Context: an optimization exercise on an open-source flow, tuned for small area and a short achievable clock period. The choices shown serve that exercise and are no tape-out recipe.
The RTL was checked by simulation tests, not by an equivalence proof against the original design.
Power is estimated from default activity; no workload was simulated.

==> flow/design.v (excerpt) <==
module fft_test_core #(
  localparam int IW = 12,
  localparam int OW = 19,
  localparam int AW = 43
) (
  input  logic                 aclk,
  input  logic                 aresetn,
  input  logic [IW-1:0]        input_data_ch1,
  output logic signed [OW-1:0] fft_real,
  output logic signed [OW-1:0] fft_imag,
  output logic [AW-1:0]        amp,
  output logic                 fft_out_valid
);
  logic [8:0] tau;
  always_ff @(posedge aclk or negedge aresetn) begin
    if (!aresetn) tau <= '0;
    else          tau <= (tau == 9'd319) ? 9'd0 : tau + 9'd1;
  end
  logic signed [IW-1:0] din_r, din_rr, cap0, cap1;
  always_ff @(posedge aclk) begin
    din_r  <= {~input_data_ch1[IW-1], input_data_ch1[IW-2:0]};
    din_rr <= din_r;
  end
  assign cap0 = tau[0] ? din_r : din_rr;
  assign cap1 = tau[0] ? din_rr : din_r;
  logic [31:0][33:0] r0, r1, r0_n, r1_n;
  logic [8:0] tau_n, tau_w;
  assign tau_n = (tau == 9'd319) ? 9'd0 : tau + 9'd1;
  assign tau_w = tau_n - 9'd3;
  logic is0_0, wb0_0, is0_1, wb0_1, is1_0, wb1_0, is1_1, wb1_1, is2_0, wb2_0, is2_1, wb2_1, is3_0, wb3_0, is3_1, wb3_1, is4_0, wb4_0, is4_1, wb4_1, is5_1, wb5_1, issq, sq_sub, out_ph;
  logic [4:0] m;
  always_ff @(posedge aclk or negedge aresetn) begin
    if (!aresetn) begin
      is0_0 <= 1'b0;
      wb0_0 <= 1'b0;
      is0_1 <= 1'b0;
      wb0_1 <= 1'b0;
      is1_0 <= 1'b0;
      wb1_0 <= 1'b0;
      is1_1 <= 1'b0;
      wb1_1 <= 1'b0;
      is2_0 <= 1'b0;
      wb2_0 <= 1'b0;
      is2_1 <= 1'b0;
      wb2_1 <= 1'b0;
      is3_0 <= 1'b0;
      wb3_0 <= 1'b0;
      is3_1 <= 1'b0;
      wb3_1 <= 1'b0;
      is4_0 <= 1'b0;
      wb4_0 <= 1'b0;
      is4_1 <= 1'b0;
      wb4_1 <= 1'b0;
      is5_1 <= 1'b0;
      wb5_1 <= 1'b0;
      issq <= 1'b0;
      sq_sub <= 1'b0;
      out_ph <= 1'b0;
      m <= '0;
    end else begin
  ...
For scale: ~2,600 flip-flops, roughly 96 I/O pins, about 0.099 mm² of cells after synthesis.
clock: 16.0 ns
lec_check: 0
cap_margin: 20
core_margin: 2
core_utilization: 50
slew_margin: 20
synth_hierarchical: 1
synth_minimum_keep_size: 0
standard.sh (not shown) runs the stock make flow with config.mk's settings and CLKGATE_MAP_FILE= SYNTH_SCRIPT=/design/flow/synth_recipe.tcl, a recipe that flattens the netlist after the stock synthesis.
==> flow/flow/run.sh <==
#!/bin/bash
# The standard ORFS layout, with repair_timing aiming for a larger setup slack
# (the clock and constraints stay the design's) and a clock tree without dummy loads.
# Make's full output goes to make.log.
set -euo pipefail
export CTS_ARGS="-sink_clustering_enable -repair_clock_nets -dont_use_dummy_load -sink_clustering_size 25 -sink_clustering_max_diameter 70"
bash standard.sh SETUP_SLACK_MARGIN=${MARGIN:-11.5} finish > make.log 2>&1
==> next run, changes <==
- CORE_UTILIZATION: 50 -> 55
The new run went through all stages and came out clean.
Clock-buffer cell count goes down by 1.
Synthesized area is unchanged.
Sequential power hardly moves.
Hold slack hardly moves.
Die area fell by 9.0%.
Global-route usage went up by 3.1 points.

========
Setup of lane 1:
fft_test_core again, from the RTL that the note above started with.
==> flow/config.mk <==
export PLATFORM = sky130hd
export DESIGN_NAME = fft_test_core
export DESIGN_NICKNAME = fft_test_core
export VERILOG_FILES = /design/flow/design.v
export SDC_FILE = /design/flow/constraint.sdc
export NUM_CORES = 8
export LEC_CHECK = 0
export ABC_AREA = 1
export CAP_MARGIN = 20
export CORE_MARGIN = 2
export CORE_UTILIZATION = 55
export SLEW_MARGIN = 20
export SYNTH_HIERARCHICAL = 1
export SYNTH_MINIMUM_KEEP_SIZE = 0
==> flow/constraint.sdc <==
create_clock -name core_clock -period 16.0 [get_ports {aclk}]
set_input_delay 3.2000 -clock core_clock [delete_from_list [all_inputs] [get_ports {aclk}]]
set_output_delay 3.2000 -clock core_clock [all_outputs]
set_load 0.01 [all_outputs]
==> flow/flow/run.sh <==
#!/bin/bash
# The standard ORFS layout, with repair_timing aiming for a larger setup slack
# (the clock and constraints stay the design's) and a clock tree without dummy loads.
# Make's full output goes to make.log.
set -euo pipefail
export CTS_ARGS="-sink_clustering_enable -repair_clock_nets -dont_use_dummy_load -sink_clustering_size 25 -sink_clustering_max_diameter 70"
bash standard.sh SETUP_SLACK_MARGIN=${MARGIN:-11.65} finish > make.log 2>&1
Lane 1 was carried through to the last stage, and its layout satisfied the timing, DRC and antenna checks.
What lane 2 does differently from lane 1 at the input level:
# lane 1
export LEC_CHECK = 0
export ABC_AREA = 1
export CAP_MARGIN = 20
export CORE_MARGIN = 2
export CORE_UTILIZATION = 55
export SLEW_MARGIN = 20
export SYNTH_HIERARCHICAL = 1
export SYNTH_MINIMUM_KEEP_SIZE = 0
create_clock -name core_clock -period 16.0 [get_ports {aclk}]
# lane 2
export LEC_CHECK = 0
export CAP_MARGIN = 20
export CORE_MARGIN = 2
export CORE_UTILIZATION = 55
export SLEW_MARGIN = 20
export SYNTH_HIERARCHICAL = 1
export SYNTH_MINIMUM_KEEP_SIZE = 0
create_clock -name core_clock -period 16.0 [get_ports {aclk}]
==> comparison <==
- Re global-route wire length before repair: lane 2 is 7.4 mm down on lane 1.
- On utilization, the higher figure sits with lane 2, not lane 1.
- On power, lane 1 and lane 2 are neck and neck.
- In lane 2, the share of layout cells above drive strength 1 came out 4.0 points above the value in lane 1.
- Compared with lane 1, in lane 2 width of the chip up about 0.9%, routed wire length moved down.
- Looking at tapcell count, lane 2 sits 15 higher than lane 1 does.
## Diff of input files: lane 3 against lane 2
# lane 2
export LEC_CHECK = 0
export CAP_MARGIN = 20
export CORE_MARGIN = 2
export CORE_UTILIZATION = 55
export SLEW_MARGIN = 20
export SYNTH_HIERARCHICAL = 1
export SYNTH_MINIMUM_KEEP_SIZE = 0
create_clock -name core_clock -period 16.0 [get_ports {aclk}]
# lane 3
export LEC_CHECK = 0
export ABC_AREA = 1
export CAP_MARGIN = 20
export CORE_MARGIN = 2
export CORE_UTILIZATION = 55
export SLEW_MARGIN = 20
export SYNTH_HIERARCHICAL = 1
export SYNTH_MINIMUM_KEEP_SIZE = 0
create_clock -name core_clock -period 16.0 [get_ports {aclk}]
--- a/flow/flow/run.sh
+++ b/flow/flow/run.sh
@@ -6,2 +6,2 @@
 export CTS_ARGS="-sink_clustering_enable -repair_clock_nets -dont_use_dummy_load -sink_clustering_size 25 -sink_clustering_max_diameter 70"
-bash standard.sh SETUP_SLACK_MARGIN=${MARGIN:-11.65} finish > make.log 2>&1
+bash standard.sh SETUP_SLACK_MARGIN=${MARGIN:-11.5} finish > make.log 2>&1
## What came out
Route | lane 3 vs lane 2 | wire longer in lane 3. Relative contribution of the clock network to total power: lane 3 vs lane 2 — no meaningful difference. Startpoint of the worst setup timing path = fft_imag[17]: lane 3; startpoint of the worst setup timing path = amp[34]: lane 2. Taking lane 2 as the reference, in lane 3 worst ir drop on vdd moved up; multi-input gate area in the final layout dropped about 10%; floorplan die area went down. Lane 3 against lane 2: time the final worst path needs with I/O delays and setup now smaller; power comparable.
#### Input delta (lane 4 over lane 3)
# lane 3
export LEC_CHECK = 0
export ABC_AREA = 1
export CAP_MARGIN = 20
export CORE_MARGIN = 2
export CORE_UTILIZATION = 55
export SLEW_MARGIN = 20
export SYNTH_HIERARCHICAL = 1
export SYNTH_MINIMUM_KEEP_SIZE = 0
create_clock -name core_clock -period 16.0 [get_ports {aclk}]
# lane 4
export LEC_CHECK = 0
export ABC_AREA = 1
export CAP_MARGIN = 20
export CORE_MARGIN = 2
export CORE_UTILIZATION = 55
export PLACE_DENSITY = 0.7
export SLEW_MARGIN = 20
export SYNTH_HIERARCHICAL = 1
export SYNTH_MINIMUM_KEEP_SIZE = 0
create_clock -name core_clock -period 16.0 [get_ports {aclk}]
==> comparison <==
- Lane 4: post-route standard cell area excluding fillers is about 0.4% higher than what lane 3 reported.
- Instance count after placement with tap cells included essentially unchanged between lane 4 and lane 3.
- In the reports for lane 4 and lane 3, the larger setup slack belongs to lane 3.
- Lane 4 against lane 3; detailed-route wire length is up slightly.
- Where half-perimeter wire length after placement is concerned, lane 3 is better than lane 4.
- Lane 4 ends up with higher post-route core utilization than lane 3 does.

[re-timing with driven ports]
No port has a modelled driver above. Below, the same layouts with a new extraction and two added sets of constraints. Step 1 assumes that a clkbuf_16 drives the clock port and a buf_2 every other input. Step 2 moves the port delays by t, midway between the first and last clock arrival at a register: inputs arrive t later, outputs are due t later. That takes back most of the time a late clock gives input paths. a / b / c = no drivers / after step 1 / after step 2; a / b = the first two.
run	t (ns)	setup slack, ns	worst setup path at the end	worst register clock-pin slew, ns	cell pins on the clock port's net
the first run of note 1	0.863	11.460 / 11.376 / 11.426	input, reset recovery	0.10 / 0.10	1
the second run of note 1	0.883	11.410 / 11.322 / 11.527	input, reset recovery	0.10 / 0.10	1
lane 1	0.892	11.423 / 11.332 / 11.378	input, reset recovery	0.10 / 0.10	1
lane 2	0.858	11.432 / 11.350 / 11.447	input, reset recovery	0.10 / 0.10	1
lane 3	0.883	11.440 / 11.359 / 11.311	input, reset recovery	0.10 / 0.10	1
lane 4	0.894	11.431 / 11.343 / 11.450	input, reset recovery	0.10 / 0.10	1
After both steps setup and hold are still met in every run listed. The setup slack of lane 3, which loses most, moves by -0.081 ns with the drivers and by -0.129 ns with both steps. Setup slack includes reset recovery checks.
